From an optimization exercise on the open Yosys and OpenROAD flow, aimed at small area; shortcuts taken in it are not production practice. No activity file was given, so power comes from the tool's default toggle rates.

Setup of lane 2:
// obsidian_decode_stage
module obsidian_decode_stage (
   input  logic         clk,
   input  logic         rst,
   input  logic [63:0]  IF_ID,
   input  logic         flush,
   input  logic         wb_en,
   input  logic [4:0]   wb_addr,
   input  logic [31:0]  wb_data,
   output logic [139:0] ID_EX,
   output logic         stall
);
   localparam logic [5:0] OP_LOAD = 6'h23;
   logic [31:0] r_regs [1:31];
   logic [31:1] r_vld;
   logic        r_p_en;
   logic [4:0]  r_p_addr;
   logic [31:0] r_p_data;
   logic        r_v;
   logic [31:0] r_pc;
   logic [15:0] r_imm;
   logic [5:0]  r_op;
   logic [4:0]  r_rd;
   logic [1:0]  r_rs1_lo;    
   logic [7:0]  r_rs1_hi;    
   logic [7:0]  r_rs2_hi;    
   logic [5:0]  w_opcode;
   logic [4:0]  w_rd;
   logic [4:0]  w_rs1;
   logic [4:0]  w_rs2;
   logic [4:0]  w_ex_rs2;
   logic [31:0] w_a;
   logic [31:0] w_b;
   logic [15:0] w_imm_g;
   function automatic logic [3:0] dec2(input logic [1:0] a);
      dec2 = {a[1] & a[0], a[1] & ~a[0], ~a[1] & a[0], ~a[1] & ~a[0]};
   endfunction
   function automatic logic [7:0] dec3(input logic [2:0] a);
      logic [3:0] l;
      l = dec2(a[1:0]);
      dec3 = {{4{a[2]}} & l, {4{~a[2]}} & l};
   endfunction
   assign w_opcode = IF_ID[31:26];
   assign w_rd     = IF_ID[25:21];
   assign w_rs1    = IF_ID[20:16];
   assign w_rs2    = IF_ID[15:11];
   assign w_ex_rs2 = r_imm[15:11];
   assign stall = !rst && r_v && (r_op == OP_LOAD) && (r_rd != 5'd0) &&
                  ((r_rd == w_rs1) || (r_rd == w_rs2));
   always_ff @(posedge clk or posedge rst) begin
  ...
==> module obsidian_decode_stage, before the edit <==
module obsidian_decode_stage (
   input  logic         clk,
   input  logic         rst,
   input  logic [63:0]  IF_ID,
   input  logic         flush,
   input  logic         wb_en,
   input  logic [4:0]   wb_addr,
   input  logic [31:0]  wb_data,
   output logic [139:0] ID_EX,
   output logic         stall
);
   localparam logic [5:0] OP_LOAD = 6'h23;
   logic [31:0] r_regs [1:31];
   logic [31:1] r_vld;
   logic        r_p_en;
   logic [4:0]  r_p_addr;
   logic [31:0] r_p_data;
   logic        r_v;
   logic [31:0] r_pc;
   logic [15:0] r_imm;
   logic [5:0]  r_op;
   logic [4:0]  r_rd;
   logic [1:0]  r_rs1_lo;    
   logic [7:0]  r_rs1_hi;    
   logic [7:0]  r_rs2_hi;    
   logic [5:0]  w_opcode;
   logic [4:0]  w_rd;
   logic [4:0]  w_rs1;
   logic [4:0]  w_rs2;
   logic [4:0]  w_ex_rs2;
   logic [31:0] w_a;
   logic [31:0] w_b;
   logic [15:0] w_imm_g;
   function automatic logic [3:0] dec2(input logic [1:0] a);
      dec2 = {a[1] & a[0], a[1] & ~a[0], ~a[1] & a[0], ~a[1] & ~a[0]};
   endfunction
   function automatic logic [7:0] dec3(input logic [2:0] a);
      logic [3:0] l;
      l = dec2(a[1:0]);
      dec3 = {{4{a[2]}} & l, {4{~a[2]}} & l};
   endfunction
   assign w_opcode = IF_ID[31:26];
   assign w_rd     = IF_ID[25:21];
   assign w_rs1    = IF_ID[20:16];
   assign w_rs2    = IF_ID[15:11];
   assign w_ex_rs2 = r_imm[15:11];
   assign stall = !rst && r_v && (r_op == OP_LOAD) && (r_rd != 5'd0) &&
                  ((r_rd == w_rs1) || (r_rd == w_rs2));
   always_ff @(posedge clk or posedge rst) begin
      if (rst) r_p_en <= 1'b0;
      else     r_p_en <= wb_en && (wb_addr != 5'd0);
   end
   always_ff @(posedge clk) begin
      r_p_addr <= wb_addr;
      r_p_data <= wb_data;
   end
   logic [3:0]  w_pl;
   logic [7:0]  w_ph;
   logic [31:1] w_we;
   assign w_pl = dec2(r_p_addr[1:0]);
   assign w_ph = dec3(r_p_addr[4:2]) & {8{r_p_en}};
   always_comb begin
      for (int i = 1; i < 32; i++) w_we[i] = w_pl[i % 4] & w_ph[i / 4];
   end
   always_ff @(posedge clk or posedge rst) begin
      if (rst) r_vld <= '0;
      else     r_vld <= r_vld | w_we;
   end
   for (genvar i = 1; i < 32; i++) begin : g_reg
      always_ff @(posedge clk) begin
         if (w_we[i]) r_regs[i] <= r_p_data;
      end
   end
   always_ff @(posedge clk or posedge rst) begin
      if (rst) begin
         r_v      <= 1'b0;
         r_rs1_hi <= '0;
         r_rs2_hi <= '0;
      end else begin
         r_v      <= !(flush || stall);
         r_rs1_hi <= dec3(w_rs1[4:2]) & {8{!(flush || stall)}};
         r_rs2_hi <= dec3(w_rs2[4:2]) & {8{!(flush || stall)}};
      end
   end
   always_ff @(posedge clk) begin
      r_pc  <= IF_ID[63:32];
      r_imm <= IF_ID[15:0];
      r_op  <= w_opcode;
      r_rd  <= w_rd;
      r_rs1_lo <= w_rs1[1:0];
   end
   logic [32:0] w_s1;
   logic [32:0] w_s2;
   logic [9:0]  w_na [0:31];
   logic [9:0]  w_nb [0:31];
   logic [3:0]  w_s1l;
   logic [7:0]  w_s1h;
   logic [3:0]  w_s2l;
   logic [7:0]  w_s2h;
   assign w_s1l = dec2(r_rs1_lo);
   assign w_s1h = r_rs1_hi;
   assign w_s2l = dec2(w_ex_rs2[1:0]);
   assign w_s2h = r_rs2_hi;
   always_comb begin
      w_s1 = '0;
      w_s2 = '0;
      for (int i = 1; i < 32; i++) begin
         w_s1[i] = w_s1l[i % 4] & w_s1h[i / 4] & r_vld[i];
         w_s2[i] = w_s2l[i % 4] & w_s2h[i / 4] & r_vld[i];
      end
   end
   for (genvar b = 0; b < 32; b++) begin : g_bit
      logic [31:1] w_d;
      for (genvar i = 1; i < 32; i++) begin : g_d
         assign w_d[i] = r_regs[i][b];
      end
      for (genvar k = 0; k < 10; k++) begin : g_k
         obsidian_aoi222 u_a (
            .a0(w_s1[3*k+1]), .b0(w_d[3*k+1]), .a1(w_s1[3*k+2]), .b1(w_d[3*k+2]),
            .a2(w_s1[3*k+3]), .b2(w_d[3*k+3]), .y(w_na[b][k]));
         obsidian_aoi222 u_b (
            .a0(w_s2[3*k+1]), .b0(w_d[3*k+1]), .a1(w_s2[3*k+2]), .b1(w_d[3*k+2]),
            .a2(w_s2[3*k+3]), .b2(w_d[3*k+3]), .y(w_nb[b][k]));
      end
      assign w_a[b] = ~&w_na[b] | (w_s1[31] & w_d[31]);
      assign w_b[b] = ~&w_nb[b] | (w_s2[31] & w_d[31]);
   end
   assign w_imm_g = {16{r_v}} & r_imm;
   assign ID_EX = {{32{r_v}} & r_pc, w_a, w_b, {16{w_imm_g[15]}}, w_imm_g,
                   {6{r_v}} & r_op, {5{r_v}} & r_rd, r_v};
endmodule
Settings: LEC_CHECK=0, CAP_MARGIN=20, CORE_MARGIN=2, CORE_UTILIZATION=60, SETUP_SLACK_MARGIN=0.2, SLEW_MARGIN=20, SYNTH_HIERARCHICAL=1, SYNTH_MINIMUM_KEEP_SIZE=0; clock period 5.0 ns.
standard.sh (not shown) runs the stock make flow with config.mk's settings and CLKGATE_MAP_FILE= SYNTH_SCRIPT=/design/flow/synth_recipe.tcl, a recipe that flattens the netlist after the stock synthesis.
==> flow/flow/run.sh <==
#!/bin/bash
# Own layout flow: the standard flow (standard.sh, unchanged synthesis), with two changes:
#  * ports are buffered with sky130_fd_sc_hd__buf_1 instead of the default port buffer cell;
#  * clock tree synthesis uses clkbuf_8 with larger sink clusters and no dummy loads.
# The full output of the flow goes to standard.log in the work folder; ORFS writes each step's
# log under orfs/logs/.
set -euo pipefail
bash standard.sh \
  'BUFFER_PORTS_ARGS=-buffer_cell sky130_fd_sc_hd__buf_1' \
  'CTS_ARGS=-sink_clustering_enable -repair_clock_nets -dont_use_dummy_load -buf_list {sky130_fd_sc_hd__clkbuf_8} -sink_clustering_size 20 -sink_clustering_max_diameter 60' \
  finish > standard.log 2>&1
Edits applied to the flow inputs when going from lane 2 to lane 4:
diff --git a/flow/design.v b/flow/design.v
--- a/flow/design.v
+++ b/flow/design.v
@@ -20,9 +20,7 @@
    logic [15:0] r_imm;
    logic [5:0]  r_op;
    logic [4:0]  r_rd;
-   logic [1:0]  r_rs1_lo;    
-   logic [7:0]  r_rs1_hi;    
-   logic [7:0]  r_rs2_hi;    
+   logic [4:0]  r_rs1;
    logic [5:0]  w_opcode;
    logic [4:0]  w_rd;
    logic [4:0]  w_rs1;
@@ -72,22 +70,15 @@
       end
    end
    always_ff @(posedge clk or posedge rst) begin
-      if (rst) begin
-         r_v      <= 1'b0;
-         r_rs1_hi <= '0;
-         r_rs2_hi <= '0;
-      end else begin
-         r_v      <= !(flush || stall);
-         r_rs1_hi <= dec3(w_rs1[4:2]) & {8{!(flush || stall)}};
-         r_rs2_hi <= dec3(w_rs2[4:2]) & {8{!(flush || stall)}};
-      end
+      if (rst) r_v <= 1'b0;
+      else     r_v <= !(flush || stall);
    end
    always_ff @(posedge clk) begin
       r_pc  <= IF_ID[63:32];
       r_imm <= IF_ID[15:0];
       r_op  <= w_opcode;
       r_rd  <= w_rd;
-      r_rs1_lo <= w_rs1[1:0];
+      r_rs1 <= w_rs1;
    end
    logic [32:0] w_s1;
    logic [32:0] w_s2;
@@ -97,10 +88,10 @@
    logic [7:0]  w_s1h;
    logic [3:0]  w_s2l;
    logic [7:0]  w_s2h;
-   assign w_s1l = dec2(r_rs1_lo);
-   assign w_s1h = r_rs1_hi;
+   assign w_s1l = dec2(r_rs1[1:0]);
+   assign w_s1h = dec3(r_rs1[4:2]) & {8{r_v}};
    assign w_s2l = dec2(w_ex_rs2[1:0]);
-   assign w_s2h = r_rs2_hi;
+   assign w_s2h = dec3(w_ex_rs2[4:2]) & {8{r_v}};
    always_comb begin
       w_s1 = '0;
       w_s2 = '0;
==> comparison <==
Lane 4 vs lane 2 on area growth from synthesis to layout: lane 4 is the lower one. The run with more setup slack is lane 2; lane 4 has less. Comparing the two runs side by side, lane 4 comes out ahead of lane 2 on final area. Placed wire-length estimate after detailed placement of lane 4 falls short of that of lane 2 by a few percent. Lane 2 has a higher power share of the clock group than lane 4. Clock period minus worst slack: higher on lane 4.
No functional check of the RTL was part of any run of this note.

[afterwards: timing with drivers on the ports]
Ports are ideal in the flow. The routed layouts listed here were re-timed in OpenROAD.
Step 1 sets driving cells, clkbuf_16 on the clock port and buf_2 on the other inputs (assumed; they add their load-dependent delay and slew).
Step 2 times the ports against the registers' clock, not the clock port: input delays grow and output delays shrink by t, the midpoint of the rising clock arrivals with the driver on.
Slacks: no drivers / after step 1 / after step 2; pairs: no drivers / after step 1.
| run | t, ns | setup WS [ns] | hold WS [ns] | worst setup path after step 2 | latest minus earliest clock arrival (ns) |
|---|---|---|---|---|---|
| lane 2 | 0.783 | 0.345 / 0.275 / 1.058 | 0.341 / 0.297 / 0.495 | register to output | 0.082 / 0.081 |
| lane 4 | 0.770 | 0.147 / 0.074 / 0.844 | 0.347 / 0.299 / 0.485 | register to output | 0.073 / 0.073 |
After both steps every run listed still meets setup and hold.
